Source: an optimization exercise on an open RTL-to-GDS flow (aim: small area). Production flows keep margins and buffers that such runs may drop.
At most, simulation tests tie the RTL to the original design; equivalence was not proved. The clock port is modelled as an ideal driver; clocking choices that lean on that would not hold on a real chip.

## v32
==> flow/design.v (excerpt) <==
module note_sequencer #(
    parameter int ADDR_W   = 8,
    parameter int DUR_W    = 10,
    parameter int TICK_DIV = 500
) (
    input  logic              clk,
    input  logic              rst,
    input  logic [2:0]        live_octave,
    input  logic [2:0]        live_note,
    input  logic              cmd_rec,
    input  logic              cmd_play,
    input  logic              cmd_stop,
    input  logic              loop_en,
    output logic [2:0]        out_octave,
    output logic [2:0]        out_note,
    output logic [1:0]        mode,
    output logic [ADDR_W:0]   rec_count,
    output logic              full
);
    localparam logic [1:0] MODE_IDLE = 2'd0;
    localparam logic [1:0] MODE_REC  = 2'd1;
    localparam logic [1:0] MODE_PLAY = 2'd2;
    localparam int OCT_W  = 3;
    localparam int NOTE_W = 3;
    localparam logic [NOTE_W-1:0] NOTE_REST = 3'd0;
    localparam logic [1:0] ST_IDLE  = 2'd0;
    localparam logic [1:0] ST_REC   = 2'd1;
    localparam logic [1:0] ST_FETCH = 2'd2;
    localparam logic [1:0] ST_PLAY  = 2'd3;
    localparam int ENTRY_W  = OCT_W + NOTE_W + DUR_W;
    localparam int NOTE_LSB = DUR_W;
    localparam int OCT_LSB  = DUR_W + NOTE_W;
    localparam int CNT_W    = ADDR_W + 1;
    localparam int DEPTH    = 1 << ADDR_W;
    localparam int PRESC_W  = (TICK_DIV > 1) ? $clog2(TICK_DIV) : 1;
  ...
clock: 10.0 ns
lec_check: 0
cap_margin: 20
core_margin: 2
core_utilization: 60
cts_cluster_diameter: 100
cts_cluster_size: 34
place_density: 0.7
slew_margin: 20
run.sh (not shown) runs the stock make flow with config.mk's settings and CLKGATE_MAP_FILE= SYNTH_SCRIPT=/design/flow/synth_recipe.tcl, a recipe that flattens the netlist after the stock synthesis.
Edits applied to the flow inputs when going from v32 to v2:
Settings: CORE_UTILIZATION now 75, was 60; CTS_CLUSTER_SIZE now 32, was 34; PLACE_DENSITY now 0.85, was 0.7.
### Flow results
- v32 finished end to end and its layout was clean on timing, DRC and antenna.
- v2 is listed as incomplete: the tool reported an error in 4_1_cts and the run ended there.
- v2 -> v32: mux share of post-synthesis cell area delta 0, exact match
- v2 against v32; site row count is down by more than 10%.
- Per the comparison of v2 with v32, post-detailed-placement cell area -0.48%; synthesized cell count ~0 delta.
- Comparing v2 and v32, the higher placer's final routability congestion estimate was measured on v2.
- Number of CTS-inserted buffers: higher on v2
- Number of cells after detailed placement, v2 and v32: higher on v32
- Synthesized area per cell came out exactly the same in v2 and v32.
- | placement-stage worst setup slack | v2 vs v32 | 100 ps lower |
For v20, these inputs were changed with respect to v2:
Settings: CORE_UTILIZATION now 66, was 75; CTS_CLUSTER_SIZE now 34, was 32; PLACE_DENSITY now 0.76, was 0.85.
==> comparison <==
Top-level I/O count came out exactly the same in v2 and v20. Diff v2 -> v20: starting utilization of the core area lost 8.8 points; die height has increased. v20 completed every stage of the flow, and the final layout passed the timing, DRC and antenna checks. In v20, x dimension of the die is higher than in v2. Reported for v2 and v20, synthesized area per cell turned out identical to the last digit. Taking v2 as the reference, in v20 floorplan row count saw an increase, total CTS buffers saw a decrease, parity-gate share of the synthesized area counting xor and xnor cells saw little to no change, placed standard-cell area saw little to no change, multiplexer share of the synthesized area saw little to no change. v20 improves on v2 in HPWL reported at the end of detailed placement.

========
The RTL this note starts from:
==> flow/design.v <==
module note_ram #(
    parameter int ADDR_W = 8,
    parameter int DATA_W = 16,
    parameter int DUR_W  = 10
) (
    input  logic              clk,
    input  logic              rst,
    input  logic              clr,      
    input  logic              we,       
    input  logic              first,    
    input  logic [DATA_W-1:0] wdata,
    input  logic              cap,      
    input  logic [ADDR_W-1:0] rd_idx,   
    output logic [DATA_W-1:0] rdata     
);
    localparam int DEPTH = 1 << ADDR_W;
    localparam int NPORT = 16;
    localparam int PSTEP = DEPTH / NPORT;
    localparam int PW    = $clog2(PSTEP);
    localparam int QLEN  = PSTEP;
    localparam int QW    = $clog2(QLEN);
    logic [DEPTH-1:0][DATA_W-1:0] ring;
    localparam int KEY_W = DATA_W - DUR_W;
    logic [QLEN-1:0][KEY_W-1:0]   wq;      
    logic [DUR_W-1:0]             wdur;    
    logic [QLEN-1:0]              wv;      
    logic [ADDR_W-1:0]            ph;
    logic [ADDR_W-1:0]            wptr;    
    logic [DATA_W-1:0]            e0;
    logic [DATA_W-1:0]            nxt;
    logic [ADDR_W-1:0]            wpos;
    logic                         wr;
    logic [QW-1:0]                old;
    logic [DATA_W-1:0]            wd;
    assign wpos = ph + ADDR_W'(1) - wptr;
    assign wr   = (|wv) && (wpos[PW-1:0] == '0);
    always_comb begin
        old = '0;
        for (int i = 0; i < QLEN; i++) begin
            if (wv[i]) old = QW'(i);
        end
    end
    assign wd = {wq[old], wdur};
    always_ff @(posedge clk) begin
        ph <= ph + ADDR_W'(1);
    end
    always_ff @(posedge clk) begin
        for (int i = 0; i < DEPTH; i++) begin
            if ((i % PSTEP) == 0 && wr && (wpos[ADDR_W-1:PW] == (ADDR_W-PW)'(i / PSTEP))) begin
                ring[i] <= wd;
            end else begin
                ring[i] <= ring[(i + DEPTH - 1) % DEPTH];
            end
        end
    end
    always_ff @(posedge clk) begin
        wq[0] <= wdata[DATA_W-1:DUR_W];
        for (int i = 1; i < QLEN; i++) begin
            wq[i] <= wq[i-1];
        end
    end
    always_ff @(posedge clk) begin
        if (rst || clr) begin
            wv   <= '0;
            wptr <= '0;
        end else begin
            wv[0] <= we;
            for (int i = 1; i < QLEN; i++) begin
                wv[i] <= wv[i-1] && !(wr && (old == QW'(i-1)));
            end
            if (wr) begin
                wptr <= wptr + ADDR_W'(1);
            end
        end
    end
    always_ff @(posedge clk) begin
        if (we && !(|wv)) begin
            wdur <= wdata[DUR_W-1:0];
        end else if (wr) begin
            wdur <= DUR_W'(1);
        end
    end
    always_ff @(posedge clk) begin
        if (we && first) begin
            e0 <= wdata;
        end
    end
    always_ff @(posedge clk) begin
        if (cap && (ph == rd_idx)) begin
            nxt <= ring[DEPTH-1];
        end
    end
    assign rdata = (rd_idx == '0) ? e0 : nxt;
endmodule
module note_sequencer #(
    parameter int ADDR_W   = 8,
    parameter int DUR_W    = 10,
    parameter int TICK_DIV = 500
) (
    input  logic              clk,
    input  logic              rst,
    input  logic [2:0]        live_octave,
    input  logic [2:0]        live_note,
    input  logic              cmd_rec,
    input  logic              cmd_play,
    input  logic              cmd_stop,
    input  logic              loop_en,
    output logic [2:0]        out_octave,
    output logic [2:0]        out_note,
    output logic [1:0]        mode,
    output logic [ADDR_W:0]   rec_count,
    output logic              full
);
    localparam logic [1:0] MODE_IDLE = 2'd0;
    localparam logic [1:0] MODE_REC  = 2'd1;
    localparam logic [1:0] MODE_PLAY = 2'd2;
    localparam int OCT_W  = 3;
    localparam int NOTE_W = 3;
    localparam logic [NOTE_W-1:0] NOTE_REST = 3'd0;
    localparam logic [1:0] ST_IDLE  = 2'd0;
    localparam logic [1:0] ST_REC   = 2'd1;
    localparam logic [1:0] ST_FETCH = 2'd2;
    localparam logic [1:0] ST_PLAY  = 2'd3;
    localparam int ENTRY_W  = OCT_W + NOTE_W + DUR_W;
    localparam int NOTE_LSB = DUR_W;
    localparam int OCT_LSB  = DUR_W + NOTE_W;
    localparam int CNT_W    = ADDR_W + 1;
    localparam int DEPTH    = 1 << ADDR_W;
    localparam int PRESC_W  = (TICK_DIV > 1) ? $clog2(TICK_DIV) : 1;
    localparam logic [DUR_W-1:0]   DUR_MAX  = {DUR_W{1'b1}};
    localparam logic [PRESC_W-1:0] PRESC_TOP = PRESC_W'(TICK_DIV - 1);
    logic [1:0] state;
    logic [1:0] state_next;
    logic [PRESC_W-1:0] presc;
    logic               tick;
    logic [2:0]         cur_octave;
    logic [2:0]         cur_note;
    logic [DUR_W-1:0]   dur;
    logic [DUR_W-1:0]   rem;
    logic [ADDR_W-1:0]  rd_idx;
    logic               fetch_wait;
    logic               ram_we;
    logic [ENTRY_W-1:0] ram_wdata;
    logic [ENTRY_W-1:0] ram_rdata;
    logic start_rec;
    logic start_play;
    logic advance;
    logic load_entry;
    logic live_chg;
    logic dur_sat;
    logic rec_last;
    logic play_done;
    logic has_next;
    assign tick      = (presc == PRESC_TOP);
    assign live_chg  = ({live_octave, live_note} != {cur_octave, cur_note});
    assign dur_sat   = (dur == DUR_MAX);
    assign rec_last  = (rec_count == CNT_W'(DEPTH - 1));
    assign play_done = (state == ST_PLAY) && tick && (rem <= DUR_W'(1));
    assign has_next  = (({1'b0, rd_idx} + CNT_W'(1)) < rec_count);
    assign ram_wdata = {cur_octave, cur_note, (dur == '0) ? DUR_W'(1) : dur};
    assign mode      = (state == ST_REC) ? MODE_REC :
                       ((state == ST_FETCH) || (state == ST_PLAY)) ? MODE_PLAY : MODE_IDLE;
    note_ram #(
        .ADDR_W (ADDR_W),
        .DATA_W (ENTRY_W)
    ) u_ram (
        .clk    (clk),
        .rst    (rst),
        .clr    (start_rec),
        .we     (ram_we),
        .first  (rec_count == '0),
        .wdata  (ram_wdata),
        .cap    (state == ST_PLAY),
        .rd_idx (rd_idx),
        .rdata  (ram_rdata)
    );
    always_ff @(posedge clk) begin
        if (rst) begin
            state <= ST_IDLE;
        end else begin
            state <= state_next;
        end
    end
    always_comb begin
        state_next = state;
        start_rec  = 1'b0;
        start_play = 1'b0;
        advance    = 1'b0;
        load_entry = 1'b0;
        ram_we     = 1'b0;
        case (state)
            ST_IDLE: begin
                if (cmd_stop) begin
                    state_next = ST_IDLE;
                end else if (cmd_rec) begin
                    start_rec  = 1'b1;
                    state_next = ST_REC;
                end else if (cmd_play && (rec_count != '0)) begin
                    start_play = 1'b1;
                    state_next = ST_FETCH;
                end
            end
            ST_REC: begin
                if (cmd_stop) begin
                    ram_we     = (dur != '0);
                    state_next = ST_IDLE;
                end else if (live_chg || dur_sat) begin
                    ram_we = 1'b1;
                    if (rec_last) begin
                        state_next = ST_IDLE;
                    end
                end
            end
            ST_FETCH, ST_PLAY: begin
                if (cmd_stop) begin
                    state_next = ST_IDLE;
                end else if (cmd_rec) begin
                    start_rec  = 1'b1;
                    state_next = ST_REC;
                end else if (cmd_play) begin
                    start_play = 1'b1;
                    state_next = ST_FETCH;
                end else if (state == ST_FETCH) begin
                    if (fetch_wait) begin
                        load_entry = 1'b1;
                        state_next = ST_PLAY;
                    end
                end else if (play_done) begin
                    if (has_next) begin
                        advance    = 1'b1;
                        state_next = ST_FETCH;
                    end else if (loop_en) begin
                        start_play = 1'b1;
                        state_next = ST_FETCH;
                    end else begin
                        state_next = ST_IDLE;
                    end
                end
            end
            default: state_next = ST_IDLE;
        endcase
    end
    always_ff @(posedge clk) begin
        if (rst) begin
            presc <= '0;
        end else if (start_rec || start_play || advance || tick) begin
            presc <= '0;
        end else begin
            presc <= presc + PRESC_W'(1);
        end
    end
    always_ff @(posedge clk) begin
        if (rst) begin
            cur_octave <= '0;
            cur_note   <= NOTE_REST;
            dur        <= '0;
            rec_count  <= '0;
            full       <= 1'b0;
        end else if (start_rec) begin
            cur_octave <= live_octave;
            cur_note   <= live_note;
            dur        <= '0;
            rec_count  <= '0;
            full       <= 1'b0;
        end else if (state == ST_REC) begin
            if (ram_we) begin
                rec_count  <= rec_count + CNT_W'(1);
                full       <= rec_last;
                cur_octave <= live_octave;
                cur_note   <= live_note;
                dur        <= '0;
            end else if (tick) begin
                dur <= dur + DUR_W'(1);
            end
        end
    end
    always_ff @(posedge clk) begin
        if (rst) begin
            rd_idx     <= '0;
            fetch_wait <= 1'b0;
            rem        <= '0;
        end else begin
            if (start_play) begin
                rd_idx <= '0;
            end else if (advance) begin
                rd_idx <= rd_idx + ADDR_W'(1);
            end
            if (start_play || advance) begin
                fetch_wait <= 1'b0;
            end else if (state == ST_FETCH) begin
                fetch_wait <= 1'b1;
            end
            if (load_entry) begin
                rem <= ram_rdata[DUR_W-1:0];
            end else if ((state == ST_PLAY) && tick && (rem != '0)) begin
                rem <= rem - DUR_W'(1);
            end
        end
    end
    always_ff @(posedge clk) begin
        if (rst) begin
            out_octave <= '0;
            out_note   <= NOTE_REST;
        end else if (load_entry) begin
            out_octave <= ram_rdata[OCT_LSB +: OCT_W];
            out_note   <= ram_rdata[NOTE_LSB +: NOTE_W];
        end else if ((state == ST_IDLE) || (state == ST_REC)) begin
            out_octave <= live_octave;
            out_note   <= live_note;
        end
    end
endmodule
==> flow/config.mk <==
export PLATFORM = sky130hd
export DESIGN_NAME = note_sequencer
export DESIGN_NICKNAME = note_sequencer
export VERILOG_FILES = /design/flow/design.v
export SDC_FILE = /design/flow/constraint.sdc
export NUM_CORES = 4
export LEC_CHECK = 0
export CAP_MARGIN = 40
export CORE_MARGIN = 2
export CORE_UTILIZATION = 40
export CTS_CLUSTER_DIAMETER = 60
export CTS_CLUSTER_SIZE = 30
export SLEW_MARGIN = 30
==> flow/constraint.sdc <==
create_clock -name core_clock -period 10.0 [get_ports {clk}]
set_input_delay 2.0000 -clock core_clock [delete_from_list [all_inputs] [get_ports {clk}]]
set_output_delay 2.0000 -clock core_clock [all_outputs]
set_load 0.01 [all_outputs]
Change:
CTS_CLUSTER_DIAMETER = 100   (was 60)
CTS_CLUSTER_SIZE = 35   (was 30)
What happened: Clock skew fell by 0.0052 ns. Global-route usage barely changes. Non-clock buffer count rose by 1. Final area fell by 1.3%.
No run of this note included a check of the RTL's function; only the layout flow was run.

==> separate check: timing with driven ports <==
The flow's constraints put no driver on any port. The routed layouts listed below were extracted and timed again, unchanged, in two steps. Step 1: set_driving_cell puts a clkbuf_16 on clk and a buf_2 on each other input, an assumption about the parent block. Step 2, shift: input delay + t, output delay - t, t = (earliest + latest rising clock arrival at the registers) / 2. This alone moves slack from input paths to output paths. Slacks: ideal / step 1 / step 2; pairs: ideal / step 1.
run	t (ns)	setup WS [ns]	hold WS [ns]	worst slew at a driven data input, ns
v32	0.871	5.409 / 5.338 / 5.290	0.300 / 0.300 / 0.300	0.04
v20	0.879	5.387 / 5.314 / 5.252	0.319 / 0.319 / 0.319	0.33
the first run of note 2	0.895	5.360 / 5.281 / 5.398	0.302 / 0.302 / 0.302	0.05
the second run of note 2	0.887	5.368 / 5.286 / 5.424	0.320 / 0.320 / 0.320	0.05
After both steps setup and hold are still met in every run listed. For v20, which loses most, drivers alone change the setup slack by -0.073 ns; drivers and shift together by -0.135 ns.
